Background: an optimization exercise with open tools, aiming at small area. Do not read the settings as production practice. RTL that was checked went through simulation tests only; none was proved equivalent to the original. For runs 4 to 7, only the layout was checked, not whether the RTL still works. Power is estimated from default activity; no workload was simulated.

==> flow/design.v <==
package efuse_ctrl_pkg;
  typedef enum logic [2:0] {
    ST_IDLE      = 3'b000,
    ST_IDLE_DONE = 3'b001,
    ST_SETUP     = 3'b100,
    ST_STROBE    = 3'b101,
    ST_CAPTURE   = 3'b110,
    ST_DONE      = 3'b111
  } efuse_state_e;
  localparam int unsigned REG_CTRL     = 32'h00;
  localparam int unsigned REG_STATUS   = 32'h01;
  localparam int unsigned REG_STRB_CFG = 32'h02;
  localparam int unsigned SHADOW_BASE  = 32'h80;
  localparam int unsigned STRB_MIN = 1;
  function automatic logic [3:0] strb_sanitize(input logic [3:0] v);
    strb_sanitize = (v == 4'd0) ? 4'(STRB_MIN) : v;
  endfunction
endpackage
module efuse_aoi222 (
  input  logic a1, a2, b1, b2, c1, c2,
  output logic y
);
  assign y = ~((a1 & a2) | (b1 & b2) | (c1 & c2));
endmodule
module efuse_aoi22 (
  input  logic a1, a2, b1, b2,
  output logic y
);
  assign y = ~((a1 & a2) | (b1 & b2));
endmodule
module efuse_nor2 (
  input  logic a, b,
  output logic y
);
  assign y = ~(a | b);
endmodule
module efuse_sel128 (
  input  logic [127:0] d_i,
  input  logic [127:0] oh_i,
  output logic         y_o
);
  logic [42:0] n1;    
  logic [10:0] o2;    
  logic [2:0]  n3;
  for (genvar g = 0; g < 42; g++) begin : g_l1
    efuse_aoi222 u (.a1(d_i[3*g]),   .a2(oh_i[3*g]),
                    .b1(d_i[3*g+1]), .b2(oh_i[3*g+1]),
                    .c1(d_i[3*g+2]), .c2(oh_i[3*g+2]), .y(n1[g]));
  end
  efuse_aoi22 u_l1_last (.a1(d_i[126]), .a2(oh_i[126]), .b1(d_i[127]), .b2(oh_i[127]), .y(n1[42]));
  always_comb begin
    for (int i = 0; i < 10; i++) o2[i] = ~&n1[4*i +: 4];
    o2[10] = ~&n1[42:40];
    n3[0] = ~|o2[3:0];
    n3[1] = ~|o2[7:4];
    n3[2] = ~|o2[10:8];
    y_o   = ~&n3;
  end
endmodule
module efuse_load_ctrl
#(
  parameter  int EFUSE_BIT      = 1024,
  parameter  int APB_ADDR_WIDTH = 8,
  parameter  int APB_DATA_WIDTH = 8,
  parameter  int STRB_DEF       = 4,
  parameter  int AUTO_LOAD      = 1,
  localparam int EA_W           = $clog2(EFUSE_BIT)
) (
  input  logic                      clk,
  input  logic                      rstn,
  input  logic                      psel,
  input  logic                      penable,
  input  logic                      pwrite,
  input  logic [APB_ADDR_WIDTH-1:0] paddr,
  input  logic [APB_DATA_WIDTH-1:0] pwdata,
  output logic [APB_DATA_WIDTH-1:0] prdata,
  output logic                      pready,
  output logic                      pslverr,
  output logic                      efuse_csb,
  output logic [EA_W-1:0]           efuse_addr,
  output logic                      efuse_strobe,
  input  logic                      efuse_dout,
  output logic                      busy,
  output logic                      load_done
);
  efuse_ctrl_pkg::efuse_state_e state_q, state_d;
  logic [EA_W-1:0]      addr_q, addr_d;
  logic [3:0]           cnt_q;        
  logic [3:0]           slen_q;       
  logic                 auto_q;
  logic                 start_req;
  logic                 start;
  logic                 busy_w, done_w;
  logic [1023:0]        ring_q;       
  logic [7:0]           stg_q [2];    
  logic [6:0]           h_q;          
  logic                 loading;
  logic [6:0]           ncur, ncur_m1, pidx;
  logic [3:0]           pm;           
  logic                 ins;
  logic [7:0]           ins_byte;
  logic [6:0]           rn;
  logic [6:0]           rsel;
  logic [7:0]           ring_byte;
  logic [7:0]           sh_byte;
  logic                 sh_valid;
  logic [7:0]           pmask;
  function automatic logic [6:0] slot(input logic [6:0] n, input logic [3:0] m);
    logic [3:0] prod;
    logic [3:0] tz;
    prod = m * n[3:0];
    tz   = {~|m[3:0], ~|m[2:0], ~|m[1:0], ~m[0]};
    slot = {prod, 3'b000} | {{n[0], n[1], n[2], n[3]} & tz, n[6:4]};
  endfunction
  logic       access;
  logic [3:0] strb_q, strb_d;
  assign access   = psel & penable;
  always_comb begin
    prdata    = '0;
    pslverr   = 1'b0;
    start_req = 1'b0;
    strb_d    = strb_q;
    if (access) begin
      if (paddr == 8'(efuse_ctrl_pkg::REG_CTRL)) begin
        if (pwrite) start_req = pwdata[0] & ~busy_w;
      end else if (paddr == 8'(efuse_ctrl_pkg::REG_STATUS)) begin
        if (pwrite) pslverr = 1'b1;
        else        prdata  = {6'b0, done_w, busy_w};
      end else if (paddr == 8'(efuse_ctrl_pkg::REG_STRB_CFG)) begin
        if (pwrite) begin
          if (busy_w) pslverr = 1'b1;
          else        strb_d  = efuse_ctrl_pkg::strb_sanitize(pwdata[3:0]);
        end else begin
          prdata = {4'b0, strb_q};
        end
      end else if (paddr[7]) begin
        if (pwrite) begin
          pslverr = 1'b1;
        end else begin
          prdata  = sh_byte;
          pslverr = busy_w;
        end
      end else begin
        pslverr = 1'b1;
      end
    end
  end
  always_ff @(posedge clk or negedge rstn) begin
    if (!rstn) strb_q <= 4'(STRB_DEF);
    else       strb_q <= strb_d;
  end
  assign busy_w       = state_q[2];
  assign done_w       = (state_q == efuse_ctrl_pkg::ST_IDLE_DONE);
  assign pready       = 1'b1;
  assign efuse_csb    = ~state_q[2] | (state_q == efuse_ctrl_pkg::ST_DONE);
  assign efuse_strobe = (state_q == efuse_ctrl_pkg::ST_STROBE);
  assign efuse_addr   = addr_q;
  assign busy         = busy_w;
  assign load_done    = done_w;
  assign start = ~state_q[2] & (start_req | auto_q);
  always_comb begin
    state_d = state_q;
    addr_d  = addr_q;
    case (state_q)
      efuse_ctrl_pkg::ST_SETUP:   state_d = efuse_ctrl_pkg::ST_STROBE;
      efuse_ctrl_pkg::ST_STROBE:  if (cnt_q == 4'd1) state_d = efuse_ctrl_pkg::ST_CAPTURE;
      efuse_ctrl_pkg::ST_CAPTURE: begin
        if (addr_q == EA_W'(EFUSE_BIT - 1)) begin
          state_d = efuse_ctrl_pkg::ST_DONE;
        end else begin
          addr_d  = addr_q + EA_W'(1);
          state_d = efuse_ctrl_pkg::ST_SETUP;
        end
      end
      efuse_ctrl_pkg::ST_DONE:    state_d = efuse_ctrl_pkg::ST_IDLE_DONE;
      default: begin
        if (start) begin
          addr_d  = '0;
          state_d = efuse_ctrl_pkg::ST_SETUP;
        end
      end
    endcase
  end
  always_ff @(posedge clk or negedge rstn) begin
    if (!rstn) begin
      state_q <= efuse_ctrl_pkg::ST_IDLE;
      addr_q  <= '0;
    end else begin
      state_q <= state_d;
      addr_q  <= addr_d;
    end
  end
  always_ff @(posedge clk or negedge rstn) begin
    if (!rstn) auto_q <= (AUTO_LOAD != 0);
    else       auto_q <= 1'b0;
  end
  always_ff @(posedge clk) begin
    if (start) slen_q <= strb_q;
  end
  always_ff @(posedge clk) begin
    if (state_q == efuse_ctrl_pkg::ST_SETUP) cnt_q <= slen_q;
    else                                     cnt_q <= cnt_q - 4'd1;
  end
  assign loading = state_q[2] & ~(state_q == efuse_ctrl_pkg::ST_DONE);
  assign ncur    = addr_q[9:3];
  assign ncur_m1 = ncur - 7'd1;
  assign pidx    = loading ? ncur_m1 : ncur;
  assign pm      = slen_q + 4'd2;
  always_ff @(posedge clk) begin
    if (state_q == efuse_ctrl_pkg::ST_STROBE) stg_q[ncur[0]][addr_q[2:0]] <= efuse_dout;
  end
  always_ff @(posedge clk) begin
    if (start) h_q <= {4'd0 - (strb_q + 4'd2), 3'b000};
    else       h_q <= h_q + 7'd1;
  end
  assign ins      = (h_q == slot(pidx, pm));
  assign ins_byte = stg_q[pidx[0]];
  always_ff @(posedge clk) begin
    ring_q <= {ring_q[1015:8], (ins ? ins_byte : ring_q[7:0]), ring_q[1023:1016]};
  end
  assign rn        = paddr[6:0];
  assign rsel      = h_q - slot(rn, pm);
  logic [7:0]   sel_lo;    
  logic [15:0]  sel_hi;    
  logic [127:0] oh;
  always_comb begin
    for (int i = 0; i < 8; i++)  sel_lo[i] = (rsel[2:0] != 3'(i));
    for (int i = 0; i < 16; i++) sel_hi[i] = (rsel[6:3] != 4'(i));
  end
  for (genvar p = 0; p < 128; p++) begin : g_oh
    efuse_nor2 u_oh (.a(sel_hi[p / 8]), .b(sel_lo[p % 8]), .y(oh[p]));
  end
  for (genvar b = 0; b < 8; b++) begin : g_rd
    logic [127:0] col;
    for (genvar p = 0; p < 128; p++) begin : g_col
      assign col[p] = ring_q[8*p + b];
    end
    efuse_sel128 u_sel (.d_i(col), .oh_i(oh), .y_o(ring_byte[b]));
  end
  assign sh_valid  = (state_q[2] | state_q[0]) && (rn <= ncur);
  assign pmask     = {~loading, 7'b1111111 >> (3'd7 - addr_q[2:0])};
  always_comb begin
    if (!sh_valid)          sh_byte = '0;
    else if (rn == ncur)    sh_byte = stg_q[ncur[0]] & pmask;
    else if (rn == ncur_m1) sh_byte = stg_q[~ncur[0]];
    else                    sh_byte = ring_byte;
  end
endmodule
==> flow/run.sh <==
#!/bin/bash
# synth_recipe.tcl (not shown) runs the flow's synth.tcl, then flattens the netlist and writes it again
# the make line also repeats each setting of config.mk as NAME=value (left out here)
make -C /OpenROAD-flow-scripts/flow DESIGN_CONFIG=/design/flow/config.mk WORK_HOME=/design/flow/orfs CLKGATE_MAP_FILE= SYNTH_SCRIPT=/design/flow/synth_recipe.tcl finish
==> flow/config.mk <==
export PLATFORM = sky130hd
export DESIGN_NAME = efuse_load_ctrl
export DESIGN_NICKNAME = efuse_load_ctrl
export VERILOG_FILES = /design/flow/design.v
export SDC_FILE = /design/flow/constraint.sdc
export NUM_CORES = 4
export LEC_CHECK = 0
export CAP_MARGIN = 20
export CORE_MARGIN = 2
export CORE_UTILIZATION = 55
export CTS_BUF_LIST = sky130_fd_sc_hd__clkbuf_8
export CTS_CLUSTER_DIAMETER = 50
export CTS_CLUSTER_SIZE = 16
export PLACE_DENSITY = 0.7
export SLEW_MARGIN = 20
export SYNTH_HIERARCHICAL = 1
export SYNTH_MINIMUM_KEEP_SIZE = 0
==> flow/constraint.sdc <==
create_clock -name core_clock -period 12.0 [get_ports {clk}]
set_input_delay 2.4000 -clock core_clock [delete_from_list [all_inputs] [get_ports {clk}]]
set_output_delay 2.4000 -clock core_clock [all_outputs]
set_load 0.01 [all_outputs]
==> results.json, run 1 <==
{
  "netlist_area_mm2": 0.0297,
  "ant_nets": 0,
  "p_sw_uw": 1990,
  "drive_gt1_share_pct": 7.44,
  "start_util_pct": 55.5,
  "ys_seq_area_share_pct": 73.2,
  "clkSinkCount": 1073,
  "pin_count": 46,
  "cp-startpoint": "paddr[0]",
  "grt_max_degree": 30,
  "min_to": "ring_q[138]",
  "status": "complete, no violations",
  "combPwrFrac_pct": 17.2,
  "cts_hold_buf": 0,
  "grtUsageTotal_pct": 25.4,
  "yosysTopAreaCellShare_pct": 69.7,
  "total_power_uw": 6740,
  "portBuffers": 40,
  "routed_wl_um": 72300,
  "cts.repair.resized": 0,
  "path_max_fanout": 10,
  "critPathKind": "input port to output port",
  "p_clk_share_pct": 27.7,
  "cp.arrival_ps": 8720,
  "maxCapViolations": 0,
  "die_h_um": 237,
  "startpoint_type": "input port",
  "hold_viol": 0,
  "cts_tree": "done",
  "hold_ws_ps": 331,
  "async_flop_share_pct": 1.68,
  "drt_iter0_drc": 3003,
  "synthTopCellsByCount": "1,035 x dfxtp_1, 336 x a222oi_1, 195 x nor2_1",
  "worst_pin_slew_ps": 1020,
  "synth_warnings": 8,
  "synth_cells": 2165,
  "fin_skew_ps": 29.0,
  "drv_slew": 0,
  "grt_overflow": 0,
  "fin_ws_ps": 883,
  "grt_pass1_wl_um": 110000,
  "nFillCells": 4205,
  "hold_start": "ring_q[130]",
  "holdCritPathClass": "flop to flop",
  "synth-edff-count": 20,
  "clk_pin_slew_ps": 90,
  "cpMostUsedCell": "nor2_1",
  "die_w_um": 237,
  "fp.coreArea_mm2": 0.0536,
  "timing.rr.end": "ring_q[13]",
  "dp_slack_ps": 1040,
  "firstDrtPassIters": 17,
  "gp_congestion": 0.901,
  "ir_worst_vdd_uv": 202,
  "avgSynthCellArea_um2": 13.7,
  "rsz0062_at_grt": "false",
  "cp-end-kind": "output port",
  "worstPathCellList": "clkdlybuf4s50_1, inv_1, nor2_1, ha_1, ha_1, xor2_1, xnor3_1, mux2i_1, xnor2_1, xnor2_1, nor2_1, nand2_1, nor2_1, a222oi_1, nand4_1, nor4_1, nand3_1, or2_2, a31oi_1, nor3_1, clkdlybuf4s50_1",
  "cp_data_required_time_ps": 9600,
  "first_global_vias": 18500,
  "syn2layout_area_growth_pct": 9.48,
  "fin_crit_ps": 11120,
  "min_delay_path_depth": 0,
  "cts-htree-levels": 3,
  "setup_viol": 0,
  "internal_power_uw": 4740,
  "slowest_stage": "clkdlybuf4s50_1",
  "cts_buffer_depth": 3,
  "reg2reg_from": "state_q[2]",
  "tns_ps": 0,
  "yosys.area.top_type": "dfxtp_1",
  "clk_latency_ps": 700,
  "antenna_found_initial": 2,
  "max_slew_margin_pct": 31.6,
  "route.detailed.drc": 0,
  "dp_hpwl_um": 50900,
  "cts_buffers": 83,
  "via_per_inst": 6.36,
  "fp-row-count": 85,
  "fin_crit_sh_pct": 92.6,
  "clock.fmax_mhz": 90.0,
  "yosysMostFrequentCell": "dfxtp_1",
  "post_drt_wl_per_cell_um": 24.0,
  "ys.flop_type": "dfxtp_1",
  "vias": 19200,
  "post_cts_buffers": 0,
  "slowest_delay_ps": 710,
  "ff2ff_path_depth": 16,
  "die_area_mm2": 0.0559,
  "ys_types": 64,
  "nets": 2350,
  "seqPwrFrac_pct": 55.1,
  "synth_area_leaders": "dfxtp_1 70%, a222oi_1 11%, nor2_1 2.5%",
  "cts_root_buf": "clkbuf_8",
  "syn_nets": 2224,
  "leakagePower_uw": 0.0119,
  "p_per_area_mw_per_mm2": 207,
  "ys_ff_latch": 1073,
  "reg2reg_slack_ps": 7640,
  "switching_share_pct": 29.6
}
flip-flops by register name, summed over array words and instances (netlist names):
register,cells
addr_q,10
auto_q,1
cnt_q,4
h_q,7
ring_q,1024
slen_q,4
state_q,3
stg_q,16
strb_q,4
routing by layer:
| layer | vias to the layer above | part of all wire (%) | global-route usage [%] |
|---|---|---|---|
| met5 | - | 0 | 0 |
| met4 | 0 | 3.4 | 9.13 |
| met3 | 135 | 7.7 | 4.28 |
| met2 | 826 | 44 | 38.2 |
| met1 | 9506 | 45 | 37.2 |
| li1 | 8691 | - | - |
critical path, delay by kind of cell:
| kind | cells | cell delay [ps] |
|---|---|---|
| xor gates and xnor gates | 4 | 1110 |
| muxes | 1 | 140 |
| AOI/OAI and AO/OA | 2 | 880 |
| and+or+nand+nor | 9 | 2400 |
| adders and majority gates | 2 | 310 |
| buffers and inverters | 3 | 1460 |
how the worst max path moves through the flow:
| stage | cells past startpoint | to |
|---|---|---|
| final | 21 | prdata[1] |
| after global routing | 21 | prdata[3] |
| after CTS | 21 | prdata[1] |
| after detailed placement | 21 | prdata[3] |
| after global placement | 21 | prdata[3] |
| after floorplan | 20 | prdata[3] |
cell type report:
type                    count  area, um^2  area share [%]
diodes                      1        2.50         0.00769
clock buffers              85        1170            3.59
clock inverters            22         284           0.873
inverters                  27         101           0.311
multi-input cells        1039        7750            23.8
flip-flops and latches   1073       21800            66.9
well taps                 696         871            2.68
repair buffers             67         603            1.85
per-stage QoR:
stage	area, um^2	utilization [%]	cells
2_1_floorplan	29700	-	2165
3_3_place_gp	31100	58.0	2902
3_5_place_dp	31100	58.0	2902
4_1_cts	32500	60.7	3009
5_1_grt	32500	60.7	3009
6_report	32600	60.7	3010
per-module statistics from Yosys (local to each module, per instance):
| module | copies in the design | area [um^2] | cells |
|---|---|---|---|
| efuse_nor2 | 128 | 3.75 | 1 |
| efuse_load_ctrl | 1 | 25100 | 1573 |
| efuse_aoi222 | 336 | 10.0 | 1 |
| efuse_aoi22 | 8 | 12.5 | 1 |
| efuse_sel128 | 8 | 90.1 | 15 |
cells by family after synthesis:
family / synth area share (%)
multiplexers: 1.62
AO/OA/AOI/OAI: 13.8
XOR/XNOR: 1.54
flip-flops: 73.2
buffers and inverters: 0.720
other: 0.0253
adder cells (fa/ha/maj): 1.58
AND/OR/NAND/NOR: 7.48
layout by cell type (no fill, tap or decap), drive strengths merged, types with 16 or more instances in the layout:
| cell | instances |
|---|---|
| mux2 | 26 |
| nor4 | 19 |
| nand4 | 83 |
| dfxtp | 1035 |
| nor2 | 195 |
| edfxtp | 20 |
| nand2 | 59 |
| mux2i | 16 |
| clkbuf | 85 |
| a222oi | 336 |
| xnor2 | 36 |
| clkdlybuf4s50 | 40 |
| o21ai | 20 |
| nand3 | 31 |
| a21oi | 37 |
| nor3 | 27 |
| inv | 36 |
| buf | 27 |
| ha | 36 |
| dfrtp | 16 |
power by group through the flow:
stage               logic [uW]  registers, uW  clock network, uW
global route              1250           3720               2030
global placement          1120           3790                  0
floorplan                  722           3760                  0
finish                    1160           3710               1860
CTS                       1150           3710               1900
detailed placement        1140           3790                  0
==> inputs of run 2 (changes only) <==
--- a/flow/config.mk
+++ b/flow/config.mk
@@ -8,9 +8,9 @@
 export CAP_MARGIN = 20
 export CORE_MARGIN = 2
 export CORE_UTILIZATION = 55
-export CTS_BUF_LIST = sky130_fd_sc_hd__clkbuf_8
-export CTS_CLUSTER_DIAMETER = 50
-export CTS_CLUSTER_SIZE = 16
+export CTS_BUF_LIST = sky130_fd_sc_hd__clkbuf_16
+export CTS_CLUSTER_DIAMETER = 60
+export CTS_CLUSTER_SIZE = 28
 export PLACE_DENSITY = 0.7
 export SLEW_MARGIN = 20
 export SYNTH_HIERARCHICAL = 1
==> run 2 against run 1 <==
  * Flip-flop and latch count did not move
  * Sequential power barely moved
  * Still clean on timing, DRC and antenna
  * Register-to-register slack barely moved
  * Clock power rose by 7%
  * Largest power group unchanged
  * Clock skew fell by 5.5 ps
  * Combinational power barely moved
==> results.json, run 2 <==
{
  "status": "complete, no violations",
  "cts_buffers": 50,
  "path_max_fanout": 10,
  "ys_types": 64,
  "routed_wl_um": 72500,
  "combPwrFrac_pct": 17.0,
  "final_cell_mix": "1,035 x dfxtp_1, 336 x a222oi_1, 195 x nor2_1",
  "synth_cells": 2165,
  "tns_ps": 0,
  "largest_reg_flops": 1024,
  "cp_data_required_time_ps": 9600,
  "worstPathCellList": "clkdlybuf4s50_1, inv_1, nor2_1, ha_1, ha_1, xor2_1, xnor3_1, mux2i_1, xnor2_1, xnor2_1, nor2_1, nand2_1, nor2_1, a222oi_1, nand4_1, nor4_1, nand3_1, or2_2, a31oi_1, nor3_1, clkdlybuf4s50_1",
  "worst_pin_slew_ps": 1020,
  "fin_skew_ps": 23.5,
  "syn2layout_area_growth_pct": 10.0,
  "regArea_mm2": 0.0218,
  "slowest_stage": "clkdlybuf4s50_1",
  "drt-met1-wl_um": 32700,
  "slowest_delay_ps": 710,
  "final_common_cell": "dfxtp_1",
  "grt_overflow": 0,
  "maxCapViolations": 0,
  "hold_viol": 0,
  "cts-htree-levels": 2,
  "yosysMostFrequentCell": "dfxtp_1",
  "start_util_pct": 55.5,
  "fin_crit_sh_pct": 92.5,
  "gp_congestion": 0.901,
  "holdCritPathClass": "flop to flop",
  "p_sw_uw": 2040,
  "cts_buffer_depth": 3,
  "fp-row-count": 85,
  "yosys.area.top_type": "dfxtp_1",
  "final_core_util_pct": 61.0,
  "route.detailed.drc": 0,
  "ys.flop_type": "dfxtp_1",
  "cts_root_buf": "clkbuf_16",
  "clkSinkCount": 1073,
  "drt_iter0_drc": 3231,
  "pin_count": 46,
  "route.met2.wl_um": 31900,
  "async_flop_share_pct": 1.68,
  "reg2reg_slack_ps": 7630,
  "ys_seq_area_share_pct": 73.2,
  "die_w_um": 237,
  "firstDrtPassIters": 10,
  "first_global_vias": 18300,
  "yosysTopAreaCellShare_pct": 69.7,
  "synth_area_leaders": "dfxtp_1 70%, a222oi_1 11%, nor2_1 2.5%",
  "seqPwrFrac_pct": 54.0,
  "clock.fmax_mhz": 90.1,
  "max_slew_margin_pct": 31.6,
  "die_area_mm2": 0.0559,
  "dr_wl_met3_um": 5550,
  "internal_power_uw": 4830,
  "place_area_mm2": 0.0311,
  "cpMostUsedCell": "nor2_1",
  "setup_viol": 0,
  "portBuffers": 40,
  "leakagePower_uw": 0.0120,
  "synth_warnings": 8,
  "post_drt_wl_per_cell_um": 24.3,
  "drv_slew": 0,
  "diodes": 0,
  "grt_max_degree": 30,
  "cp.arrival_ps": 8700,
  "clk_latency_ps": 640,
  "nFillCells": 4192,
  "via_per_inst": 6.41,
  "multi_input_area_mm2": 0.00775,
  "worst-path-buf-inv": 3,
  "p_clk_share_pct": 29.0,
  "antenna_found_initial": 2,
  "fin_crit_ps": 11100,
  "fin_area_mm2": 0.0327,
  "cpLargestDelayFamily": "simple AND/OR/NAND/NOR gates",
  "cts.repair.resized": 0,
  "startpoint_type": "input port",
  "vias": 19100,
  "avgSynthCellArea_um2": 13.7,
  "ys_ff_latch": 1073,
  "netlist_area_mm2": 0.0297,
  "synth-edff-count": 20,
  "grt_pass1_wl_um": 110000,
  "grtUsageTotal_pct": 25.3,
  "synthTopCellsByCount": "1,035 x dfxtp_1, 336 x a222oi_1, 195 x nor2_1",
  "p_per_area_mw_per_mm2": 210,
  "cts_hold_buf": 0,
  "ant_nets": 0,
  "cts_tree": "done",
  "dp_hpwl_um": 50900,
  "cp-end-kind": "output port",
  "ir_worst_vdd_uv": 204,
  "syn_nets": 2224,
  "nets": 2317,
  "post_cts_buffers": 0,
  "die_h_um": 237,
  "clk_pin_slew_ps": 100,
  "rsz0062_at_grt": "false",
  "critPathKind": "input port to output port",
  "switching_share_pct": 29.7,
  "drive_gt1_share_pct": 6.04,
  "fp.coreArea_mm2": 0.0536,
  "top_layer_used": "met4",
  "largest-register": "ring_q"
}
==> run 2: cell counts after synthesis <==
No cell type changed its count.
==> run 2: final timing paths <==
path / startpoint / to / cells after the start
max: paddr[0] / prdata[1] / 21
min: ring_q[115] / ring_q[123] / 0
max reg2reg: state_q[2] / ring_q[14] / 16
min reg2reg: ring_q[115] / ring_q[123] / 0
max in group asynchronous: rstn / addr_q[0] / 1
min in group asynchronous: rstn / state_q[1] / 1
==> run 2: routing by layer <==
layer | GRT usage (%) | vias up
met1 | 37.3 | 9486
met2 | 38.6 | 834
met3 | 3.84 | 127
met5 | 0 | -
met4 | 7.98 | 0
li1 | - | 8651
==> run 2: cells by family (layout without fill, tap and decap cells) <==
kind of cell | Yosys count | count (layout) | share of synthesized area, %
DFF | 1073 | 1073 | 73.2
and+or+nand+nor | 463 | 463 | 7.48
AOI/OAI and AO/OA | 446 | 446 | 13.8
buffers and inverters | 53 | 172 | 0.720
xor gates and xnor gates | 49 | 49 | 1.54
muxes | 42 | 42 | 1.62
adders and majority gates | 37 | 37 | 1.58
other | 2 | 2 | 0.0253
==> run 2: power groups by stage <==
| stage | Combinational [uW] | Clock (uW) | Sequential, uW |
|---|---|---|---|
| after floorplan | 722 | 0 | 3760 |
| after global placement | 1120 | 0 | 3790 |
| after detailed placement | 1140 | 0 | 3790 |
| after CTS | 1150 | 2020 | 3710 |
| after global routing | 1260 | 2150 | 3720 |
| final | 1170 | 1990 | 3710 |
==> run 2: Yosys stat by module (local to each module, per instance) <==
module / flops+latches / cells
efuse_load_ctrl: 1073 / 1573
efuse_aoi222: 0 / 1
efuse_sel128: 0 / 15
efuse_aoi22: 0 / 1
efuse_nor2: 0 / 1
==> run 2: metrics by stage <==
| stage | cells | total power [uW] | hold WS (ps) | setup slack (ps) |
|---|---|---|---|---|
| finish | 2980 | 6870 | 345 | 899 |
| CTS | 2980 | 6880 | 334 | 1030 |
| detailed placement | 2902 | 4940 | 336 | 1040 |
| global placement | 2902 | 4910 | 333 | 1090 |
| floorplan | 2165 | 4480 | 330 | 3120 |
| global route | 2980 | 7130 | 344 | 596 |
==> run 2: area by class of cell <==
| class | count | share of cell area (%) |
|---|---|---|
| Clock buffer | 51 | 3.90 |
| Clock inverter | 27 | 1.04 |
| Inverter | 27 | 0.310 |
| Multi-Input combinational cell | 1039 | 23.7 |
| Sequential cell | 1073 | 66.6 |
| Tap cell | 696 | 2.66 |
| Timing Repair Buffer | 67 | 1.84 |
==> inputs of run 3 (changes only) <==
==> flow/flow/run.sh (new file) <==
#!/bin/bash
# Own layout flow: the standard ORFS flow, with plain buf_1 cells as the
# port buffers and no dummy loads in the clock tree.
set -euo pipefail
bash standard.sh \
  'BUFFER_PORTS_ARGS=-buffer_cell sky130_fd_sc_hd__buf_1' \
  'CTS_ARGS=-sink_clustering_enable -repair_clock_nets -dont_use_dummy_load -sink_clustering_size 28 -sink_clustering_max_diameter 60 -buf_list sky130_fd_sc_hd__clkbuf_16' \
  finish > flow_make.log 2>&1
==> flow/standard.sh (new file) <==
#!/bin/bash
# synth_recipe.tcl (not shown) runs the flow's synth.tcl, then flattens the netlist and writes it again
# the make line also repeats each setting of config.mk as NAME=value (left out here)
make -C /OpenROAD-flow-scripts/flow DESIGN_CONFIG=/design/flow/config.mk WORK_HOME=/design/flow/orfs CLKGATE_MAP_FILE= SYNTH_SCRIPT=/design/flow/synth_recipe.tcl "${@:-finish}"
removed: flow/run.sh
==> run 3 against run 2 <==
  * Flip-flop and latch count stayed put
  * Register-to-register slack gained 50 ps
  * Final cell count shrank 1.5%
  * Largest cell class unchanged
  * Largest power group unchanged
==> results.json, run 3 <==
{
  "firstDrtPassIters": 14,
  "routed_wl_um": 71700,
  "yosysTopAreaCellShare_pct": 69.7,
  "grt_max_degree": 30,
  "post_cts_buffers": 0,
  "final_cell_mix": "1,035 x dfxtp_1, 336 x a222oi_1, 195 x nor2_1",
  "rsz0062_at_grt": "false",
  "nets": 2301,
  "die_h_um": 237,
  "startpoint_type": "input port",
  "fin_crit_sh_pct": 89.3,
  "cts_tree": "done",
  "grt-busiest-layer": "met2",
  "clock.fmax_mhz": 93.4,
  "slowest_delay_ps": 710,
  "grtUsageMet2_pct": 38.4,
  "cp-end-kind": "output port",
  "yosys.area.top_type": "dfxtp_1",
  "netlist_area_mm2": 0.0297,
  "fin_area_mm2": 0.0320,
  "ys_seq_area_share_pct": 73.2,
  "critPathKind": "input port to output port",
  "final_core_util_pct": 59.7,
  "die_w_um": 237,
  "route.detailed.drc": 0,
  "first_global_vias": 18300,
  "cts_buffer_depth": 3,
  "gp_congestion": 0.892,
  "holdCritPathClass": "flop to flop",
  "vias": 18900,
  "fin_skew_ps": 63.0,
  "diodes": 0,
  "synth_cells": 2165,
  "maxCapViolations": 0,
  "status": "complete, no violations",
  "syn2layout_area_growth_pct": 7.54,
  "final_common_cell": "dfxtp_1",
  "path_max_fanout": 9,
  "worstPathCellList": "buf_1, and2_1, ha_1, ha_1, ha_1, xor2_1, xnor3_1, mux2i_1, xnor2_1, xnor2_1, nor2_1, nand2_1, nor2_1, a222oi_1, nand4_1, nor4_1, nand3_1, or2_2, a31oi_1, nor3_1, buf_1",
  "clk_latency_ps": 610,
  "hold_viol": 0,
  "worst_pin_slew_ps": 1210,
  "drv_slew": 0,
  "ys_ff_latch": 1073,
  "synth-edff-count": 20,
  "start_util_pct": 55.5,
  "reg2reg_slack_ps": 7680,
  "syn_nets": 2224,
  "ir_worst_vdd_uv": 191,
  "ys_types": 64,
  "gr-usage-met1_pct": 36.0,
  "cts_hold_buf": 0,
  "synthTopCellsByCount": "1,035 x dfxtp_1, 336 x a222oi_1, 195 x nor2_1",
  "p_per_area_mw_per_mm2": 207,
  "cts_buffers": 50,
  "gr-usage-met3_pct": 4.14,
  "async_flop_share_pct": 1.68,
  "fp-row-count": 85,
  "drive_gt1_share_pct": 4.51,
  "cp.arrival_ps": 8310,
  "pin_count": 46,
  "slowest_stage": "nor4_1",
  "dp_hpwl_um": 50400,
  "portBuffers": 40,
  "cts_root_buf": "clkbuf_16",
  "place_area_mm2": 0.0307,
  "cts.repair.resized": 0,
  "largest-register": "ring_q",
  "synth_warnings": 8,
  "cp_data_required_time_ps": 9600,
  "via_per_inst": 6.44,
  "setup_viol": 0,
  "grt_overflow": 0,
  "fp.coreArea_mm2": 0.0536,
  "clkSinkCount": 1073,
  "clk_pin_slew_ps": 100,
  "drt_iter0_drc": 3610,
  "yosysMostFrequentCell": "dfxtp_1",
  "tns_ps": 0,
  "synth_area_leaders": "dfxtp_1 70%, a222oi_1 11%, nor2_1 2.5%",
  "max_slew_margin_pct": 18.8,
  "avgSynthCellArea_um2": 13.7,
  "cpMostUsedCell": "ha_1",
  "die_area_mm2": 0.0559,
  "largest_reg_flops": 1024,
  "cts-htree-levels": 2,
  "post_drt_wl_per_cell_um": 24.4,
  "ys.flop_type": "dfxtp_1",
  "grt_pass1_wl_um": 108000,
  "grtUsageTotal_pct": 25.0,
  "antenna_found_initial": 2,
  "fin_crit_ps": 10710,
  "ant_nets": 0,
  "leakagePower_uw": 0.0117,
  "nFillCells": 4220
}
==> run 3: per-module statistics from Yosys (local to each module, per instance) <==
| module | flip-flops and latches | cells inside | copies in the design |
|---|---|---|---|
| efuse_load_ctrl | 1073 | 1573 | 1 |
| efuse_nor2 | 0 | 1 | 128 |
| efuse_sel128 | 0 | 15 | 8 |
| efuse_aoi222 | 0 | 1 | 336 |
| efuse_aoi22 | 0 | 1 | 8 |
==> run 3: logic make-up after synthesis <==
| family | count (synthesis) | synth area share (%) |
|---|---|---|
| flip-flops | 1073 | 73.2 |
| AND/OR/NAND/NOR | 463 | 7.48 |
| AO/OA/AOI/OAI | 446 | 13.8 |
| buffers and inverters | 53 | 0.720 |
| XOR/XNOR | 49 | 1.54 |
| multiplexers | 42 | 1.62 |
| adder cells (fa/ha/maj) | 37 | 1.58 |
| other | 2 | 0.0253 |
==> run 3: cell type report <==
class,instances,area [um^2],area share (%)
clock buffers,50,1250,3.91
repair buffers,51,234,0.732
flip-flops and latches,1073,21800,68.1
well taps,696,871,2.72
multi-input cells,1039,7750,24.2
inverters,27,101,0.317
==> run 3: worst paths after layout <==
kind                        startpoint          end  cells past startpoint
min                        ring_q[752]  ring_q[760]                      0
max reg2reg                 state_q[2]    ring_q[8]                     16
min in group asynchronous         rstn    strb_q[0]                      1
max                           paddr[2]    prdata[1]                     21
min reg2reg                ring_q[752]  ring_q[760]                      0
max in group asynchronous         rstn       auto_q                      1
==> run 3: per-layer routing <==
layer,share of wire [%],vias up,routed length (um)
met4,3.4,0,2410
met3,8.4,122,6000
met1,44,9380,31500
li1,-,8584,-
met2,44,825,31900
met5,0,-,0
==> run 3: worst max-delay path: cells and delay by family <==
kind            cells  cell delay (ps)
compound gates      2              840
fa+ha+maj           3              740
xor+xnor            4             1060
mux                 1              140
simple gates        9             2560
buf+inv             2              550
==> run 3: per-stage QoR <==
stage / setup WS [ps] / instances / total power [uW] / hold slack [ps]
after floorplan: 3120 / 2165 / 4480 / 330
after global placement: 1430 / 2886 / 4870 / 332
after detailed placement: 1330 / 2886 / 4900 / 334
after CTS: 1310 / 2936 / 6610 / 312
after global routing: 955 / 2936 / 6850 / 306
final: 1290 / 2936 / 6610 / 312
==> run 3: power breakdown <==
group / internal [uW] / leakage (uW) / switching, uW
clock network: 744 / 0.000616 / 1020
logic: 305 / 0.00229 / 827
registers: 3640 / 0.00875 / 73.4
total: 4690 / 0.0117 / 1920
==> inputs of run 4 (changes only) <==
--- a/flow/design.v
+++ b/flow/design.v
@@ -22,11 +22,11 @@
 );
   assign y = ~((a1 & a2) | (b1 & b2) | (c1 & c2));
 endmodule
-module efuse_aoi22 (
-  input  logic a1, a2, b1, b2,
+module efuse_nand2 (
+  input  logic a, b,
   output logic y
 );
-  assign y = ~((a1 & a2) | (b1 & b2));
+  assign y = ~(a & b);
 endmodule
 module efuse_nor2 (
   input  logic a, b,
@@ -39,7 +39,7 @@
   input  logic [127:0] oh_i,
   output logic         y_o
 );
-  logic [42:0] n1;    
+  logic [43:0] n1;    
   logic [10:0] o2;    
   logic [2:0]  n3;
   for (genvar g = 0; g < 42; g++) begin : g_l1
@@ -47,10 +47,11 @@
                     .b1(d_i[3*g+1]), .b2(oh_i[3*g+1]),
                     .c1(d_i[3*g+2]), .c2(oh_i[3*g+2]), .y(n1[g]));
   end
-  efuse_aoi22 u_l1_last (.a1(d_i[126]), .a2(oh_i[126]), .b1(d_i[127]), .b2(oh_i[127]), .y(n1[42]));
+  efuse_nand2 u_l1_126 (.a(d_i[126]), .b(oh_i[126]), .y(n1[42]));
+  efuse_nand2 u_l1_127 (.a(d_i[127]), .b(oh_i[127]), .y(n1[43]));
   always_comb begin
     for (int i = 0; i < 10; i++) o2[i] = ~&n1[4*i +: 4];
-    o2[10] = ~&n1[42:40];
+    o2[10] = ~&n1[43:40];
     n3[0] = ~|o2[3:0];
     n3[1] = ~|o2[7:4];
     n3[2] = ~|o2[10:8];
@@ -204,7 +205,7 @@
   assign loading = state_q[2] & ~(state_q == efuse_ctrl_pkg::ST_DONE);
   assign ncur    = addr_q[9:3];
   assign ncur_m1 = ncur - 7'd1;
-  assign pidx    = loading ? ncur_m1 : ncur;
+  assign pidx    = ncur_m1;
   assign pm      = slen_q + 4'd2;
   always_ff @(posedge clk) begin
     if (state_q == efuse_ctrl_pkg::ST_STROBE) stg_q[ncur[0]][addr_q[2:0]] <= efuse_dout;
==> flow/flow/run.sh (replaced) <==
#!/bin/bash
# Own layout flow: the standard ORFS flow, with plain buf_1 cells as the
# port buffers and no dummy loads in the clock tree.
set -euo pipefail
bash standard.sh \
  'BUFFER_PORTS_ARGS=-buffer_cell sky130_fd_sc_hd__buf_1' \
  'CTS_ARGS=-sink_clustering_enable -repair_clock_nets -dont_use_dummy_load -sink_clustering_size 18 -sink_clustering_max_diameter 50 -buf_list sky130_fd_sc_hd__clkbuf_8' \
  finish > flow_make.log 2>&1
==> flow/config.mk (replaced) <==
export PLATFORM = sky130hd
export DESIGN_NAME = efuse_load_ctrl
export DESIGN_NICKNAME = efuse_load_ctrl
export VERILOG_FILES = /design/flow/design.v
export SDC_FILE = /design/flow/constraint.sdc
export NUM_CORES = 4
export LEC_CHECK = 0
export CAP_MARGIN = 20
export CORE_MARGIN = 2
export CORE_UTILIZATION = 45
export PLACE_DENSITY = 0.65
export SLEW_MARGIN = 20
export SYNTH_HIERARCHICAL = 1
export SYNTH_MINIMUM_KEEP_SIZE = 0
==> run 4 against run 3 <==
  * Utilization fell by 10 points
  * Worst setup slack got worse by 55 ps
  * Worst hold slack got worse by 10 ps
  * First-iteration DRC count fell by 27%
  * Maximum frequency fell by 0.51%
  * Largest cell class unchanged
  * Largest power group unchanged
==> results.json, run 4 <==
{
  "fin_crit_ps": 10770,
  "cts.repair.resized": 0,
  "worst_pin_slew_ps": 1060,
  "via_per_inst": 6.01,
  "total_power_uw": 6590,
  "cp-end-kind": "output port",
  "route.met2.wl_um": 32300,
  "startpoint_type": "input port",
  "routed_wl_um": 70300,
  "clk_pin_slew_ps": 100,
  "fp-row-count": 93,
  "yosysTopAreaCellShare_pct": 70.5,
  "grt_max_degree": 36,
  "die_w_um": 260,
  "cp-startpoint": "paddr[1]",
  "die_h_um": 260,
  "syn_nets": 2154,
  "fin_crit_sh_pct": 89.7,
  "hold_viol": 0,
  "place_area_mm2": 0.0307,
  "async_flop_share_pct": 1.68,
  "nets": 2286,
  "top_layer_used": "met4",
  "pin_count": 46,
  "clk_latency_ps": 680,
  "antenna_found_initial": 1,
  "avgSynthCellArea_um2": 14.0,
  "clock.fmax_mhz": 92.9,
  "largest_reg_flops": 1024,
  "ys_seq_area_share_pct": 74.1,
  "synth_warnings": 8,
  "first_global_vias": 18400,
  "synth_area_leaders": "dfxtp_1 71%, a222oi_1 11%, nor2_1 2.3%",
  "clkSinkCount": 1073,
  "yosysMostFrequentCell": "dfxtp_1",
  "post_drt_wl_per_cell_um": 22.8,
  "ys_types": 67,
  "final_common_cell": "dfxtp_1",
  "netlist_area_mm2": 0.0294,
  "synth_cells": 2095,
  "maxCapViolations": 0,
  "cp.arrival_ps": 8370,
  "fp.coreArea_mm2": 0.0645,
  "synth-edff-count": 20,
  "holdCritPathClass": "flop to flop",
  "ys.flop_type": "dfxtp_1",
  "fin_skew_ps": 62.5,
  "reg2reg_from": "addr_q[3]",
  "vias": 18500,
  "cts_root_buf": "clkbuf_8",
  "portBuffers": 40,
  "final_cells": 3081,
  "syn2layout_area_growth_pct": 8.37,
  "cts_tree": "done",
  "final_cell_mix": "1,035 x dfxtp_1, 336 x a222oi_1, 182 x nor2_1",
  "grtUsageTotal_pct": 20.6,
  "path_max_fanout": 12,
  "cts_buffer_depth": 3,
  "cts_buffers": 83,
  "cts-htree-levels": 3,
  "yosys.area.top_type": "dfxtp_1",
  "drt-met1-wl_um": 30400,
  "place_inst": 2997,
  "status": "complete, no violations",
  "p_per_area_mw_per_mm2": 207,
  "ant_nets": 0,
  "critPathKind": "input port to output port",
  "cp_data_required_time_ps": 9600,
  "post_cts_buffers": 0,
  "ys_ff_latch": 1073,
  "cts_hold_buf": 0,
  "grt_pass1_wl_um": 107000,
  "grt_overflow": 0,
  "gp_congestion": 0.899,
  "rsz0062_at_grt": "false",
  "drive_gt1_share_pct": 6.47,
  "ir_worst_vdd_uv": 129,
  "leakagePower_uw": 0.0117,
  "hold_start": "ring_q[582]",
  "dp_hpwl_um": 49500,
  "largest-register": "ring_q",
  "synthTopCellsByCount": "1,035 x dfxtp_1, 336 x a222oi_1, 182 x nor2_1",
  "max_slew_margin_pct": 29.0,
  "route.detailed.drc": 0,
  "start_util_pct": 45.6,
  "fin_area_mm2": 0.0318,
  "die_area_mm2": 0.0673,
  "setup_viol": 0,
  "dr_wl_met3_um": 5120,
  "drt_iter0_drc": 2638,
  "drv_slew": 0,
  "tns_ps": 0,
  "firstDrtPassIters": 12
}
[run 4: changes by cell type in the layout (fill, tap and decap cells not counted), moves of 9 or more]
cell       before  now
a21oi_1        36   19
clkbuf_8        0   83
buf_4          11   23
nand4_1        82   91
clkbuf_16      50    0
nand3_1        31   21
nand2_1        59   72
nor2_1        195  182
[run 4: Yosys stat by module (local to each module, per instance)]
module	cells inside	area, um^2	flip-flops and latches
efuse_aoi222	1	10.0	0
efuse_load_ctrl	1495	24700	1073
efuse_nand2	1	3.75	0
efuse_nor2	1	3.75	0
efuse_sel128	15	91.3	0
[run 4: layout make-up]
type	count	area (um^2)
Fill cell	5543	32600
Sequential cell	1073	21800
Multi-Input combinational cell	983	7440
Clock buffer	83	1140
Tap cell	855	1070
Timing Repair Buffer	63	324
Inverter	23	86.3
Antenna cell	1	2.50
[run 4: layer usage]
metal | global-route usage (%) | up-vias
met5 | 0 | -
met4 | 7.18 | 0
met3 | 4.28 | 154
met2 | 33.3 | 751
met1 | 27.5 | 9186
li1 | - | 8439
[run 4: worst max-delay path, stage by stage]
cell and delay, ps:
buf_1 430, nor2b_1 220, ha_1 260, ha_1 310, ha_1 300, a21oi_1 180
ha_1 310, a21oi_1 270, xor3_1 300, a21oi_1 170, nand2_1 310, nor2_1 220
a222oi_1 440, nand4_1 260, nor4_1 940, nand3_1 300, mux2i_1 260, o21ai_0 220
buf_1 230
[run 4: cells by family after synthesis]
group,synth area share (%)
DFF,74.1
and+or+nand+nor,7.50
AOI/OAI and AO/OA,12.9
xor gates and xnor gates,1.82
muxes,1.50
buffers and inverters,0.566
adders and majority gates,1.60
other,0.0256
[run 4: through the flow]
stage / hold WS (ps) / util (%) / setup slack (ps)
floorplan: 330 / - / 3400
global placement: 333 / 47.6 / 1330
detailed placement: 335 / 47.6 / 1250
CTS: 311 / 49.4 / 1250
global route: 311 / 49.4 / 928
finish: 302 / 49.4 / 1230
[run 4: final timing paths]
| check | to | slack (ps) | depth (start not counted) |
|---|---|---|---|
| min in group asynchronous | addr_q[3] | 1700 | 1 |
| worst max register to register | ring_q[13] | 7450 | 15 |
| worst min register to register | ring_q[590] | 300 | 0 |
| max in group asynchronous | addr_q[7] | 9930 | 1 |
| worst max-delay path | prdata[2] | 1230 | 19 |
| worst min-delay path | ring_q[590] | 300 | 0 |
[run 4: report_power, final]
part | total [uW] | internal [uW] | switching (uW)
logic | 1150 | 355 | 793
clock network | 1650 | 620 | 1030
registers | 3790 | 3690 | 102
total | 6590 | 4660 | 1920
==> inputs of run 5 (changes only) <==
==> flow/flow/run.sh (replaced) <==
#!/bin/bash
# Own layout flow: the standard ORFS flow, with plain buf_1 cells as the
# port buffers and no dummy loads in the clock tree.
set -euo pipefail
bash standard.sh \
  'BUFFER_PORTS_ARGS=-buffer_cell sky130_fd_sc_hd__buf_1' \
  'CTS_ARGS=-sink_clustering_enable -repair_clock_nets -dont_use_dummy_load -sink_clustering_size 32 -sink_clustering_max_diameter 45 -buf_list sky130_fd_sc_hd__clkbuf_16' \
  finish > flow_make.log 2>&1
==> run 5 against run 4 <==
  * Still clean on timing, DRC and antenna
  * Area after synthesis stayed put
  * Total power is 13% higher
  * Die area stayed put
  * Utilization is 1.8 points higher
  * Clock power is 52% higher
  * Sequential share of layout area is 2.4 points lower
  * Critical path depth stayed put
  * Combinational power hardly changed
  * Critical path type unchanged
  * Largest power group unchanged
==> results.json, run 5 <==
{
  "cp.arrival_ps": 8370,
  "rsz0062_at_grt": "false",
  "die_h_um": 260,
  "timing.rr.end": "ring_q[12]",
  "muxShareOfSynthArea_pct": 1.50,
  "largest-register": "ring_q",
  "yosysTopAreaCellShare_pct": 70.5,
  "synth_cells": 2095,
  "min_delay_path_depth": 0,
  "critPathKind": "input port to output port",
  "async_flop_share_pct": 1.68,
  "synth-compound-area-share_pct": 12.9,
  "regArea_mm2": 0.0218,
  "drv_slew": 0,
  "p_per_area_mw_per_mm2": 226,
  "die_w_um": 260,
  "tns_ps": 0,
  "synthTopCellsByCount": "1,035 x dfxtp_1, 336 x a222oi_1, 182 x nor2_1",
  "startpoint_type": "input port",
  "yosysMostFrequentCell": "dfxtp_1",
  "route.detailed.drc": 0,
  "pin_count": 46,
  "clkSinkCount": 1073,
  "post_cts_buffers": 0,
  "hold_start": "ring_q[465]",
  "grt_overflow": 0,
  "portBuffers": 40,
  "final_common_cell": "dfxtp_1",
  "clock.fmax_mhz": 92.9,
  "synth_area_leaders": "dfxtp_1 71%, a222oi_1 11%, nor2_1 2.3%",
  "gp_congestion": 0.899,
  "hold_viol": 0,
  "largest_reg_flops": 1024,
  "worst_pin_slew_ps": 1030,
  "total_power_uw": 7440,
  "fp-row-count": 93,
  "ant_nets": 0,
  "cp_data_required_time_ps": 9600,
  "cp-end-kind": "output port",
  "synth_warnings": 8,
  "vias": 18700,
  "first_global_vias": 18700,
  "syn_nets": 2154,
  "post_drt_wl_per_cell_um": 23.1,
  "final_cell_mix": "1,035 x dfxtp_1, 336 x a222oi_1, 182 x nor2_1",
  "firstDrtPassIters": 14,
  "grt_pass1_wl_um": 109000,
  "status": "complete, no violations",
  "clk_latency_ps": 660,
  "fin_crit_ps": 10770,
  "avgSynthCellArea_um2": 14.0,
  "synth_top_family_by_area": "compound AO/OA/AOI/OAI gates",
  "routed_wl_um": 71400,
  "netlist_area_mm2": 0.0294,
  "nFillCells": 5422,
  "max_slew_margin_pct": 30.8,
  "fin_crit_sh_pct": 89.7,
  "synthAdderAreaFrac_pct": 1.60,
  "reg2reg_from": "addr_q[3]",
  "cts_tree": "done",
  "fp.coreArea_mm2": 0.0645,
  "dp_hpwl_um": 49500,
  "setup_viol": 0,
  "path_max_fanout": 12,
  "synthSimpleGateAreaFrac_pct": 7.50,
  "yosys.area.top_type": "dfxtp_1",
  "ys.flop_type": "dfxtp_1",
  "cts.repair.resized": 0,
  "cts_buffer_depth": 3,
  "min_to": "ring_q[473]",
  "diodes": 0,
  "final_cells": 3089,
  "fin_skew_ps": 53.5,
  "leakagePower_uw": 0.0122,
  "cts_buffers": 92,
  "final_core_util_pct": 51.2,
  "nets": 2295,
  "drt_iter0_drc": 2643,
  "place_inst": 2997,
  "antenna_found_initial": 0,
  "cts-htree-levels": 3,
  "die_area_mm2": 0.0673,
  "multi_input_area_mm2": 0.00744,
  "cts_hold_buf": 0,
  "clk_pin_slew_ps": 80,
  "holdCritPathClass": "flop to flop",
  "synth_xor_area_share_pct": 1.82,
  "hold_ws_ps": 314,
  "syn2layout_area_growth_pct": 12.3,
  "drive_gt1_share_pct": 6.85,
  "ys_ff_latch": 1073,
  "synth-edff-count": 20,
  "via_per_inst": 6.06,
  "maxCapViolations": 0,
  "grt_max_degree": 36,
  "grtUsageTotal_pct": 21.0,
  "reg2reg_slack_ps": 7470,
  "start_util_pct": 45.6,
  "ys_seq_area_share_pct": 74.1,
  "ir_worst_vdd_uv": 146,
  "cts_root_buf": "clkbuf_16",
  "ff2ff_path_depth": 15,
  "ys_types": 67
}
-- run 5: changes by cell type in the layout (fill, tap and decap cells not counted) --
cell       delta
clkbuf_8     -83
diode_2       -1
clkbuf_16    +92
-- run 5: critical path, stage by stage --
cell and delay [ps]:
buf_1 440, nor2b_1 220, ha_1 260, ha_1 310, ha_1 300, a21oi_1 180, ha_1 310, a21oi_1 270
xor3_1 400, a21oi_1 640, nand2_1 350, nor2_1 620, a222oi_1 230, nand4_1 230, nor4_1 170, nand3_1 190
mux2i_1 120, o21ai_0 450, buf_1 280
-- run 5: kinds of logic after synthesis --
kind of cell	Yosys count
DFF	1073
other	2
muxes	41
buffers and inverters	39
xor gates and xnor gates	49
adders and majority gates	37
and+or+nand+nor	454
AOI/OAI and AO/OA	400
-- run 5: how the worst max path moves through the flow --
stage / startpoint / to / slack [ps] / cells after the start
2_1_floorplan: paddr[1] / prdata[1] / 3400 / 19
3_5_place_dp: paddr[1] / prdata[2] / 1250 / 19
6_report: paddr[1] / prdata[2] / 1230 / 19
3_3_place_gp: paddr[1] / prdata[2] / 1330 / 19
5_1_grt: paddr[1] / prdata[2] / 930 / 19
4_1_cts: paddr[1] / prdata[2] / 1250 / 19
-- run 5: area by class of cell --
cell class,instances,area share (%)
multi-input cells,983,22.5
clock buffers,92,6.98
inverters,23,0.262
well taps,855,3.24
flip-flops and latches,1073,66.0
repair buffers,63,0.982
-- run 5: routing by layer --
| metal | GRT usage (%) | routed length (um) |
|---|---|---|
| met1 | 27.9 | 30700 |
| met4 | 6.94 | 2180 |
| met3 | 4.48 | 5230 |
| met2 | 34.1 | 33300 |
| met5 | 0 | 0 |
-- run 5: per-module statistics from Yosys (local to each module, per instance) --
module	area, um^2	cells inside	times used
efuse_nand2	3.75	1	16
efuse_aoi222	10.0	1	336
efuse_sel128	91.3	15	8
efuse_load_ctrl	24700	1495	1
efuse_nor2	3.75	1	128
-- run 5: through the flow --
step	area [um^2]	worst slack, ps
5_1_grt	33000	928
2_1_floorplan	29400	3400
3_5_place_dp	30700	1250
6_report	33000	1230
4_1_cts	33000	1250
3_3_place_gp	30700	1330
-- run 5: power breakdown --
part	switching (uW)	internal, uW	total (uW)	leakage, uW
logic	795	355	1150	0.00232
clock network	1150	1340	2500	0.00113
registers	103	3690	3790	0.00875
==> inputs of run 6 (changes only) <==
--- a/flow/design.v
+++ b/flow/design.v
@@ -93,13 +93,13 @@
   logic                 start;
   logic                 busy_w, done_w;
   logic [1023:0]        ring_q;       
-  logic [7:0]           stg_q [2];    
+  logic [7:0]           cur_q;        
+  logic [7:0]           prev_q;       
   logic [6:0]           h_q;          
   logic                 loading;
   logic [6:0]           ncur, ncur_m1, pidx;
   logic [3:0]           pm;           
   logic                 ins;
-  logic [7:0]           ins_byte;
   logic [6:0]           rn;
   logic [6:0]           rsel;
   logic [7:0]           ring_byte;
@@ -208,16 +208,18 @@
   assign pidx    = ncur_m1;
   assign pm      = slen_q + 4'd2;
   always_ff @(posedge clk) begin
-    if (state_q == efuse_ctrl_pkg::ST_STROBE) stg_q[ncur[0]][addr_q[2:0]] <= efuse_dout;
+    if (state_q == efuse_ctrl_pkg::ST_STROBE) cur_q[addr_q[2:0]] <= efuse_dout;
+  end
+  always_ff @(posedge clk) begin
+    if ((state_q == efuse_ctrl_pkg::ST_CAPTURE) && (addr_q[2:0] == 3'd7)) prev_q <= cur_q;
   end
   always_ff @(posedge clk) begin
     if (start) h_q <= {4'd0 - (strb_q + 4'd2), 3'b000};
     else       h_q <= h_q + 7'd1;
   end
-  assign ins      = (h_q == slot(pidx, pm));
-  assign ins_byte = stg_q[pidx[0]];
-  always_ff @(posedge clk) begin
-    ring_q <= {ring_q[1015:8], (ins ? ins_byte : ring_q[7:0]), ring_q[1023:1016]};
+  assign ins = loading && (h_q == slot(pidx, pm));
+  always_ff @(posedge clk) begin
+    ring_q <= {ring_q[1015:8], (ins ? prev_q : ring_q[7:0]), ring_q[1023:1016]};
   end
   assign rn        = paddr[6:0];
   assign rsel      = h_q - slot(rn, pm);
@@ -242,8 +244,8 @@
   assign pmask     = {~loading, 7'b1111111 >> (3'd7 - addr_q[2:0])};
   always_comb begin
     if (!sh_valid)          sh_byte = '0;
-    else if (rn == ncur)    sh_byte = stg_q[ncur[0]] & pmask;
-    else if (rn == ncur_m1) sh_byte = stg_q[~ncur[0]];
+    else if (rn == ncur)    sh_byte = cur_q & pmask;
+    else if (loading && (rn == ncur_m1)) sh_byte = prev_q;
     else                    sh_byte = ring_byte;
   end
 endmodule
==> flow/flow/run.sh (replaced) <==
#!/bin/bash
# Own layout flow: the standard ORFS flow, with plain buf_1 cells as the
# port buffers and no dummy loads in the clock tree.
set -euo pipefail
bash standard.sh \
  'BUFFER_PORTS_ARGS=-buffer_cell sky130_fd_sc_hd__buf_1' \
  'CTS_ARGS=-sink_clustering_enable -repair_clock_nets -dont_use_dummy_load -sink_clustering_size 18 -sink_clustering_max_diameter 50 -buf_list sky130_fd_sc_hd__clkbuf_8' \
  finish > flow_make.log 2>&1
--- a/flow/config.mk
+++ b/flow/config.mk
@@ -5,10 +5,10 @@
 export SDC_FILE = /design/flow/constraint.sdc
 export NUM_CORES = 4
 export LEC_CHECK = 0
-export CAP_MARGIN = 20
+export CAP_MARGIN = 0
 export CORE_MARGIN = 2
 export CORE_UTILIZATION = 45
 export PLACE_DENSITY = 0.65
-export SLEW_MARGIN = 20
+export SLEW_MARGIN = 0
 export SYNTH_HIERARCHICAL = 1
 export SYNTH_MINIMUM_KEEP_SIZE = 0
==> run 6 against run 5 <==
  * Final cell count fell by 1.5%
  * Largest power group unchanged
  * Count of clock-buffer cells in the layout fell by 14
  * Sequential share of layout area rose by 3.3 points
  * Critical endpoint is now prdata[4]
  * Critical path depth rose by 1
  * Largest cell class unchanged
  * Global-route usage fell by 1.0 points
  * Die area fell by 0.72%
==> results.json, run 6 <==
{
  "critPathKind": "input port to output port",
  "ys_types": 62,
  "drive_gt1_share_pct": 5.12,
  "synth-edff-count": 20,
  "fin_skew_ps": 64.6,
  "drt_iter0_drc": 2861,
  "grtUsageTotal_pct": 19.9,
  "hold_viol": 0,
  "post_drt_wl_per_cell_um": 22.3,
  "synth_top_family_by_area": "compound AO/OA/AOI/OAI gates",
  "max_slew_margin_pct": 26.2,
  "pin_count": 46,
  "regArea_mm2": 0.0218,
  "antenna_found_initial": 1,
  "cts_buffers": 78,
  "die_w_um": 259,
  "ant_nets": 0,
  "avgSynthCellArea_um2": 14.0,
  "final_core_util_pct": 48.9,
  "cp-end-kind": "output port",
  "cp_data_required_time_ps": 9600,
  "dp_hpwl_um": 47900,
  "via_per_inst": 6.01,
  "gp_congestion": 0.901,
  "synth_cells": 2080,
  "cts_tree": "done",
  "vias": 18300,
  "ys_ff_latch": 1073,
  "maxCapViolations": 0,
  "rsz0062_at_grt": "false",
  "synth_area_leaders": "dfxtp_1 71%, a222oi_1 12%, nor2_1 2.2%",
  "clkSinkCount": 1073,
  "drv_slew": 0,
  "leakagePower_uw": 0.0114,
  "worst_pin_slew_ps": 1110,
  "fin_crit_sh_pct": 90.4,
  "largest_reg_flops": 1024,
  "startpoint_type": "input port",
  "first_global_vias": 18200,
  "cp-startpoint": "paddr[1]",
  "clk_latency_ps": 690,
  "hold_start": "ring_q[599]",
  "post_cts_buffers": 0,
  "setup_viol": 0,
  "yosysMostFrequentCell": "dfxtp_1",
  "largest-register": "ring_q",
  "p_per_area_mw_per_mm2": 197,
  "cts_buffer_depth": 3,
  "firstDrtPassIters": 13,
  "dp_slack_ps": 1350,
  "die_h_um": 259,
  "routed_wl_um": 67800,
  "synthSimpleGateAreaFrac_pct": 7.24,
  "fp.coreArea_mm2": 0.0642,
  "muxShareOfSynthArea_pct": 1.03,
  "path_max_fanout": 11,
  "netlist_area_mm2": 0.0292,
  "fp-row-count": 93,
  "reg2reg_from": "addr_q[3]",
  "route.detailed.drc": 0,
  "syn2layout_area_growth_pct": 7.79,
  "syn_nets": 2140,
  "ir_worst_vdd_uv": 144,
  "fin_ws_ps": 1150,
  "status": "complete, no violations",
  "die_area_mm2": 0.0669,
  "ys.flop_type": "dfxtp_1",
  "start_util_pct": 45.4,
  "clock.fmax_mhz": 92.2,
  "portBuffers": 40,
  "synthTopCellsByCount": "1,035 x dfxtp_1, 336 x a222oi_1, 171 x nor2_1",
  "yosys.area.top_type": "dfxtp_1",
  "synthAdderAreaFrac_pct": 1.66,
  "cts-htree-levels": 3,
  "cts_hold_buf": 0,
  "fin_crit_ps": 10850,
  "grt_pass1_wl_um": 104000,
  "cp.arrival_ps": 8450,
  "async_flop_share_pct": 1.68,
  "synth_xor_area_share_pct": 1.52,
  "final_common_cell": "dfxtp_1",
  "ys_seq_area_share_pct": 74.7,
  "nFillCells": 5610,
  "synth_warnings": 8,
  "grt_max_degree": 24,
  "cts.repair.resized": 0,
  "nets": 2249,
  "grt_overflow": 0,
  "holdCritPathClass": "flop to flop",
  "synth-compound-area-share_pct": 13.2,
  "multi_input_area_mm2": 0.00718,
  "final_cell_mix": "1,035 x dfxtp_1, 336 x a222oi_1, 171 x nor2_1",
  "tns_ps": 0,
  "yosysTopAreaCellShare_pct": 71.0,
  "cts_root_buf": "clkbuf_8",
  "clk_pin_slew_ps": 100
}
run 6: cell count changes in the layout (fill, tap and decap cells not counted), moves of 7 or more:
cell	delta
clkbuf_16	-92
clkbuf_8	+78
buf_4	-16
inv_1	+11
nor2_1	-11
mux2_2	-7
run 6: final cells by class:
cell class,count,share of cell area (%)
clock buffer,78,3.42
tap,855,3.40
timing repair buffer,47,0.645
sequential,1073,69.3
inverter,34,0.406
multi-input combinational,955,22.8
antenna,2,0.0159
run 6: cells by family (layout without fill, tap and decap cells):
family / Yosys count / count (layout)
buffers and inverters: 52 / 159
XOR/XNOR: 46 / 46
multiplexers: 28 / 28
other: 2 / 4
AND/OR/NAND/NOR: 432 / 432
adder cells (fa/ha/maj): 38 / 38
AO/OA/AOI/OAI: 409 / 409
flip-flops: 1073 / 1073
run 6: path summary, 6_finish.rpt:
check                         endpoint  slack (ps)  cells after the start
min in group asynchronous    addr_q[8]        1900                      1
hold / removal             ring_q[607]         290                      0
max in group asynchronous    addr_q[6]        9370                      1
hold reg to reg            ring_q[607]         290                      0
setup / recovery             prdata[4]        1150                     20
setup reg to reg            ring_q[15]        7290                     14
run 6: per-module statistics from Yosys (local to each module, per instance):
module	copies in the design	cells
efuse_nor2	128	1
efuse_sel128	8	15
efuse_aoi222	336	1
efuse_nand2	16	1
efuse_load_ctrl	1	1480
run 6: power breakdown:
group / total, uW / internal, uW / switching (uW)
Combinational: 827 / 225 / 602
Clock: 1610 / 585 / 1020
Sequential: 3760 / 3680 / 89.0
run 6: per-layer routing:
layer	track usage, %	wire, um	vias to the layer above
li1	-	-	8356
met1	27.2	29800	9079
met2	31.7	30800	724
met3	2.87	4610	142
met4	8.83	2570	0
met5	0	0	-
run 6: through the flow:
| step | area [um^2] | hold WS, ps | total power [uW] | std cells |
|---|---|---|---|---|
| after floorplan | 29200 | 330 | 4330 | 2080 |
| after global placement | 30400 | 332 | 4630 | 2964 |
| after detailed placement | 30400 | 336 | 4650 | 2964 |
| after CTS | 31400 | 300 | 6220 | 3042 |
| after global routing | 31400 | 296 | 6440 | 3044 |
| final | 31400 | 287 | 6200 | 3044 |
run 6: critical path: stages:
cell,delay [ps]
buf_1,410
nor2b_1,210
ha_1,250
ha_1,290
ha_1,270
a21oi_1,40
ha_1,320
inv_1,60
o311ai_0,570
xor2_1,230
nor3_1,160
nand2_1,250
nor2_1,220
a222oi_1,1000
nand4_1,250
nor4_1,630
nand3_1,310
mux2i_1,270
a211oi_1,120
buf_1,160
==> inputs of run 7 (changes only) <==
==> flow/flow/run.sh (replaced) <==
#!/bin/bash
# Own layout flow: the standard ORFS flow, with plain buf_1 cells as the
# port buffers and no dummy loads in the clock tree.
set -euo pipefail
bash standard.sh \
  'BUFFER_PORTS_ARGS=-buffer_cell sky130_fd_sc_hd__buf_1' \
  'CTS_ARGS=-sink_clustering_enable -repair_clock_nets -dont_use_dummy_load -sink_clustering_size 20 -sink_clustering_max_diameter 70 -buf_list sky130_fd_sc_hd__clkbuf_8' \
  finish > flow_make.log 2>&1
==> run 7 against run 6 <==
  * Still clean
  * Worst setup slack improved by 110 ps
  * Combinational power about the same
  * Total power decreased by 2.8%
  * Clock power decreased by 11%
  * Largest power group unchanged
==> results.json, run 7 <==
{
  "status": "complete, no violations",
  "grt-busiest-layer": "met2",
  "grt_overflow": 0,
  "p_per_area_mw_per_mm2": 193,
  "avgSynthCellArea_um2": 14.0,
  "setup_viol": 0,
  "via_per_inst": 6.02,
  "tns_ps": 0,
  "cts_buffer_depth": 3,
  "async_flop_share_pct": 1.68,
  "cts_root_buf": "clkbuf_8",
  "rsz0062_at_grt": "false",
  "leakagePower_uw": 0.0113,
  "syn2layout_area_growth_pct": 6.93,
  "gr-usage-met3_pct": 2.58,
  "worst_pin_slew_ps": 1140,
  "gp_congestion": 0.901,
  "cp-end-kind": "output port",
  "first_global_vias": 18000,
  "firstDrtPassIters": 11,
  "fin_crit_sh_pct": 89.5,
  "clkSinkCount": 1073,
  "cp_data_required_time_ps": 9600,
  "cts.repair.resized": 0,
  "grt_pass1_wl_um": 104000,
  "ys_seq_area_share_pct": 74.7,
  "clk_pin_slew_ps": 110,
  "grtUsageTotal_pct": 19.7,
  "path_max_fanout": 11,
  "vias": 18200,
  "portBuffers": 40,
  "synthTopCellsByCount": "1,035 x dfxtp_1, 336 x a222oi_1, 171 x nor2_1",
  "hold_viol": 0,
  "seqPwrFrac_pct": 62.5,
  "clk_latency_ps": 730,
  "clock.fmax_mhz": 93.1,
  "route.detailed.drc": 0,
  "ff2ff_path_depth": 14,
  "ys_types": 62,
  "cp.arrival_ps": 8340,
  "synth-edff-count": 20,
  "synth_area_leaders": "dfxtp_1 71%, a222oi_1 12%, nor2_1 2.2%",
  "fin_skew_ps": 75.3,
  "ys_ff_latch": 1073,
  "switching_share_pct": 27.8,
  "start_util_pct": 45.4,
  "yosys.area.top_type": "dfxtp_1",
  "grtUsageMet2_pct": 32.1,
  "ir_worst_vdd_uv": 130,
  "yosysTopAreaCellShare_pct": 71.0,
  "internal_power_uw": 4350,
  "ant_nets": 0,
  "cts-htree-levels": 2,
  "antenna_found_initial": 1,
  "gr-usage-met1_pct": 27.1,
  "ys.flop_type": "dfxtp_1",
  "dp_slack_ps": 1350,
  "largest_reg_flops": 1024,
  "yosysMostFrequentCell": "dfxtp_1",
  "die_w_um": 259,
  "maxCapViolations": 0,
  "post_cts_buffers": 0,
  "combPwrFrac_pct": 13.7,
  "startpoint_type": "input port",
  "routed_wl_um": 67500,
  "die_h_um": 259,
  "die_area_mm2": 0.0669,
  "cts_buffers": 60,
  "grt_max_degree": 24,
  "netlist_area_mm2": 0.0292,
  "synth_warnings": 8,
  "final_common_cell": "dfxtp_1",
  "dp_hpwl_um": 47900,
  "critPathKind": "input port to output port",
  "nFillCells": 5650,
  "drv_slew": 0,
  "holdCritPathClass": "flop to flop",
  "max_slew_margin_pct": 23.9,
  "nets": 2231,
  "largest-register": "ring_q",
  "fp-row-count": 93,
  "syn_nets": 2140,
  "min_delay_path_depth": 0,
  "synth_cells": 2080,
  "drt_iter0_drc": 2811,
  "p_sw_uw": 1680,
  "fin_crit_ps": 10740,
  "pin_count": 46,
  "drive_gt1_share_pct": 4.33,
  "cts_tree": "done",
  "post_drt_wl_per_cell_um": 22.3,
  "cts_hold_buf": 0,
  "fp.coreArea_mm2": 0.0642,
  "p_clk_share_pct": 23.8,
  "final_cell_mix": "1,035 x dfxtp_1, 336 x a222oi_1, 171 x nor2_1",
  "fin_ws_ps": 1260
}
run 7: cell counts after synthesis:
Identical to the previous run, type by type.
run 7: layout make-up:
type	instances	area (um^2)	share of cell area, %
sequential	1073	21800	69.8
multi-input combinational	955	7180	23.0
tap	855	1070	3.43
clock buffer	60	826	2.65
timing repair buffer	47	203	0.650
inverter	34	128	0.409
antenna	1	2.50	0.00802
run 7: through the flow:
step / util (%) / total power [uW] / area [um^2] / hold slack (ps) / std cells
after detailed placement: 47.3 / 4650 / 30400 / 336 / 2964
after global routing: 48.5 / 6260 / 31200 / 289 / 3025
after CTS: 48.5 / 6050 / 31200 / 272 / 3024
after floorplan: - / 4330 / 29200 / 330 / 2080
final: 48.5 / 6030 / 31200 / 287 / 3025
after global placement: 47.3 / 4630 / 30400 / 332 / 2964
run 7: power by group through the flow:
stage | registers [uW] | logic, uW | clock network, uW
finish | 3760 | 828 | 1430
global route | 3780 | 886 | 1600
CTS | 3760 | 813 | 1470
global placement | 3840 | 788 | 0
floorplan | 3800 | 528 | 0
detailed placement | 3840 | 811 | 0
run 7: final timing paths:
path	slack [ps]	start	to
setup / recovery	1260	paddr[1]	prdata[4]
hold / removal	290	ring_q[514]	ring_q[522]
setup reg to reg	7340	addr_q[3]	ring_q[12]
hold reg to reg	290	ring_q[514]	ring_q[522]
max in group asynchronous	9470	rstn	strb_q[0]
min in group asynchronous	1850	rstn	addr_q[0]
run 7: critical path, stage by stage:
cell and delay, ps:
buf_1 400, nor2b_1 200, ha_1 250, ha_1 290, ha_1 270, a21oi_1 40
ha_1 320, inv_1 60, o311ai_0 570, xor2_1 230, nor3_1 170, nand2_1 260
nor2_1 230, a222oi_1 900, nand4_1 240, nor4_1 610, nand3_1 340, mux2i_1 270
a211oi_1 110, buf_1 160
run 7: modules after synthesis, one instance, submodules excluded:
| module | area [um^2] | cells inside | flip-flops and latches | copies in the design |
|---|---|---|---|---|
| efuse_aoi222 | 10.0 | 1 | 0 | 336 |
| efuse_nor2 | 3.75 | 1 | 0 | 128 |
| efuse_sel128 | 91.3 | 15 | 0 | 8 |
| efuse_load_ctrl | 24500 | 1480 | 1073 | 1 |
| efuse_nand2 | 3.75 | 1 | 0 | 16 |
run 7: routing by layer:
layer | up-vias | wire length, um
met5 | - | 0
met3 | 138 | 4570
li1 | 8311 | -
met4 | 0 | 2340
met2 | 727 | 31000
met1 | 9048 | 29500
run 7: cells by family after synthesis:
logic type / share of synthesized area, %
flip-flops: 74.7
AND/OR/NAND/NOR: 7.24
AO/OA/AOI/OAI: 13.2
buffers and inverters: 0.712
XOR/XNOR: 1.52
adder cells (fa/ha/maj): 1.66
multiplexers: 1.03
other: 0.0258

Setup slack of run 7, layout unchanged: 1.255 ns with ideal ports, 1.232 ns with driving cells assumed (clock clkbuf_16, inputs buf_2), 1.232 ns with port delays also shifted by the 0.733 ns mid clock arrival.
